This is an optimization exercise on Yosys and OpenROAD, whose aim is small area, a short achievable clock period and few clock cycles per item, not a production implementation.
The RTL was checked by simulation tests, not by an equivalence proof against the original design.
Power is estimated from default activity; no workload was simulated.

==> flow/design.v (excerpt) <==
module bst_engine_top (
    input  logic              aclk,
    input  logic              aresetn,
    input  logic              req_valid,
    output logic              req_ready,
    input  logic [47:0]       req,
    output logic              cpl_valid,
    input  logic              cpl_ready,
    output logic [32:0]       cpl
);
    localparam int N  = bst_pkg::NODE_COUNT;
    localparam int TW = bst_pkg::TOKEN_WIDTH;
    localparam int PW = bst_pkg::PAYLOAD_WIDTH;
    logic [TW-1:0] tok [N];
    logic [PW-1:0] pay [N];
    logic [N-1:0]  dead;     
    logic [N-1:0]  used;     
    logic          p_ins;    
    logic          p_dup;    
    logic [N-1:0]  mq0, mq1;     
    logic [1:0]    mq_cnt;
    logic          c_v;
    logic [PW:0]   c_q;
    logic          n_rdy;
    logic          fire, ins_fire, srch_fire, any;
    logic [N-1:0]  wsel, newest, live, match;
    logic          c_free, pop;
    logic [PW-1:0] sel_pay;
    assign req_ready = !n_rdy;
    assign cpl_valid = c_v;
    assign cpl       = c_q;
    assign fire      = req_valid && !n_rdy;
    assign ins_fire  = fire && (req[47:40] == 8'd1);
    assign srch_fire = fire && (req[47:40] == 8'd2);
    always_comb begin
        for (int i = 0; i < N; i++) begin
            wsel[i]   = ((i == 0) ? 1'b1 : used[i-1]) && !used[i];
            newest[i] = used[i] && ((i == N-1) ? 1'b1 : !used[i+1]);
            live[i]   = used[i] && ((p_ins && newest[i]) ? !p_dup : !dead[i]);
        end
    end
    always_comb begin
        for (int i = 0; i < N; i++)
            match[i] = live[i] && (tok[i] == req[39:32]);
    end
    assign any = |match;
    always_ff @(posedge aclk) begin
        for (int i = 0; i < N; i++) begin
            if (wsel[i]) begin
                tok[i] <= req[39:32];
                pay[i] <= req[31:0];
            end
            if (p_ins && newest[i]) dead[i] <= p_dup;
        end
    end
    always_ff @(posedge aclk) begin
        p_dup <= any;
    end
    always_ff @(posedge aclk or negedge aresetn) begin
        if (!aresetn) begin
            used  <= '0;
            p_ins <= 1'b0;
        end else begin
            if (ins_fire) used <= {used[N-2:0], 1'b1};
            p_ins <= ins_fire && !used[N-1];
        end
    end
    assign c_free = !c_v || cpl_ready;
  ...
export LEC_CHECK = 0
export ABC_CLOCK_PERIOD_IN_PS = 1500
export CAP_MARGIN = 20
export CORE_MARGIN = 2
export CORE_UTILIZATION = 60
export CTS_CLUSTER_DIAMETER = 100
export CTS_CLUSTER_SIZE = 30
export SETUP_SLACK_MARGIN = 2.0
export SLEW_MARGIN = 20
create_clock -name core_clock -period 4.0 [get_ports {aclk}]
standard.sh (not shown) runs the stock make flow with config.mk's settings and CLKGATE_MAP_FILE= SYNTH_SCRIPT=/design/flow/synth_recipe.tcl, a recipe that flattens the netlist after the stock synthesis.
==> flow/flow/run.sh <==
#!/bin/bash
# The standard layout, with faster port buffers.
set -euo pipefail
bash standard.sh "BUFFER_PORTS_ARGS=-buffer_cell sky130_fd_sc_hd__buf_4" finish > standard.log 2>&1
Testbench counts at the start, summed over its fixed seeds: cycles 12,672, items 12,288.
Then changed:
- CTS_CLUSTER_DIAMETER: 100 -> 150
- CTS_CLUSTER_SIZE: 30 -> 25
- GPL_TIMING_DRIVEN: unset -> 1
=> The new run completed without violations; global-route usage rises by 0.27 points; first-iteration DRC count shrinks by 2.8%; core utilization goes up by 0.21 points; non-clock buffer count rises by 2; sequential share of layout area is lower by 0.23 points; clock skew went up by 0.0053 ns.
Then changed:
- GPL_TIMING_DRIVEN: 1 -> unset
=>
- first-iteration DRC count is unchanged
- sequential share of layout area is unchanged
- total power is unchanged

* * *

bst_engine_top again, from the RTL that the note above started with.
Settings: LEC_CHECK=0, ABC_CLOCK_PERIOD_IN_PS=1500, CAP_MARGIN=20, CORE_MARGIN=2, CORE_UTILIZATION=60, CTS_CLUSTER_DIAMETER=150, CTS_CLUSTER_SIZE=25, SETUP_SLACK_MARGIN=2.0, SLEW_MARGIN=20; clock period 4.0 ns.
==> flow/flow/run.sh <==
#!/bin/bash
# The standard layout with faster port buffers; after placement each
# register that feeds an output port's buffer is moved next to it.
set -euo pipefail
B="BUFFER_PORTS_ARGS=-buffer_cell sky130_fd_sc_hd__buf_4"
bash standard.sh "$B" place > standard_place.log 2>&1
openroad -no_init -exit flow/move_out_regs.tcl > move_out_regs.log 2>&1
bash standard.sh "$B" finish > standard.log 2>&1
==> flow/flow/move_out_regs.tcl <==
# Move each register that drives an output port's buffer onto that
# buffer's spot, legalise, and save the placement back.
set db_file orfs/results/sky130hd/bst_engine_top/base/3_place.odb
read_db $db_file
set block [ord::get_db_block]
set moved 0
foreach bt [$block getBTerms] {
  if {[$bt getIoType] != "OUTPUT"} continue
  set net [$bt getNet]
  if {$net == "NULL"} continue
  set buf ""
  foreach it [$net getITerms] { if {[$it isOutputSignal]} { set buf [$it getInst] } }
  if {$buf == ""} continue
  set drv ""
  foreach it [$buf getITerms] {
    if {[$it isInputSignal] && [$it getNet] != "NULL"} {
      foreach it2 [[$it getNet] getITerms] { if {[$it2 isOutputSignal]} { set drv [$it2 getInst] } }
    }
  }
  if {$drv == ""} continue
  if {![[$drv getMaster] isSequential]} continue
  set bb [$buf getBBox]
  $drv setLocation [$bb xMin] [$bb yMin]
  $drv setPlacementStatus PLACED
  incr moved
}
puts "moved $moved output registers"
detailed_placement
check_placement -verbose
write_db $db_file
Testbench counts at the start, summed over its fixed seeds: cycles 12,672, items 12,288.
==> next run, changes <==
==> flow/flow/run.sh (replaced) <==
#!/bin/bash
# The standard layout, with faster port buffers.
set -euo pipefail
bash standard.sh "BUFFER_PORTS_ARGS=-buffer_cell sky130_fd_sc_hd__buf_4" finish > standard.log 2>&1
SETUP_SLACK_MARGIN = 1.9   (was 2.0)
removed: flow/flow/move_out_regs.tcl
What happened:
- power hardly moves
- routed wire length is lower by about 3%
- count of clock-buffer cells in the layout rises by 3
- die area does not change

## re-timing with driven ports
Ports are ideal in the flow. The routed layouts listed here were re-timed in OpenROAD. Step 1 (the two cells are an assumption about what drives the block):
set clk [get_ports {aclk}]
set_driving_cell -lib_cell sky130_fd_sc_hd__clkbuf_16 $clk
set_driving_cell -lib_cell sky130_fd_sc_hd__buf_2 [delete_from_list [all_inputs] $clk]
Step 2 also shifts input and output timing later by t, the mid clock arrival at the registers, as if the neighbouring blocks saw the same clock. Three values: ideal ports, drivers, drivers and shift; two values: the first two.
run	t (ns)	setup WS [ns]	worst hold slack (ns)	worst slew at a driven data input, ns
the first run of note 1	0.675	1.957 / 1.901 / 1.581	0.039 / 0.005 / 0.555	0.09
the second run of note 1	0.626	2.000 / 1.942 / 1.587	0.091 / 0.056 / 0.558	0.08
the third run of note 1	0.626	2.000 / 1.942 / 1.587	0.091 / 0.056 / 0.558	0.08
the first run of note 2	0.637	1.930 / 1.930 / 1.565	0.097 / 0.063 / 0.557	0.09
the second run of note 2	0.635	1.939 / 1.881 / 1.585	0.101 / 0.067 / 0.552	0.08
After both steps every run listed still meets setup and hold.
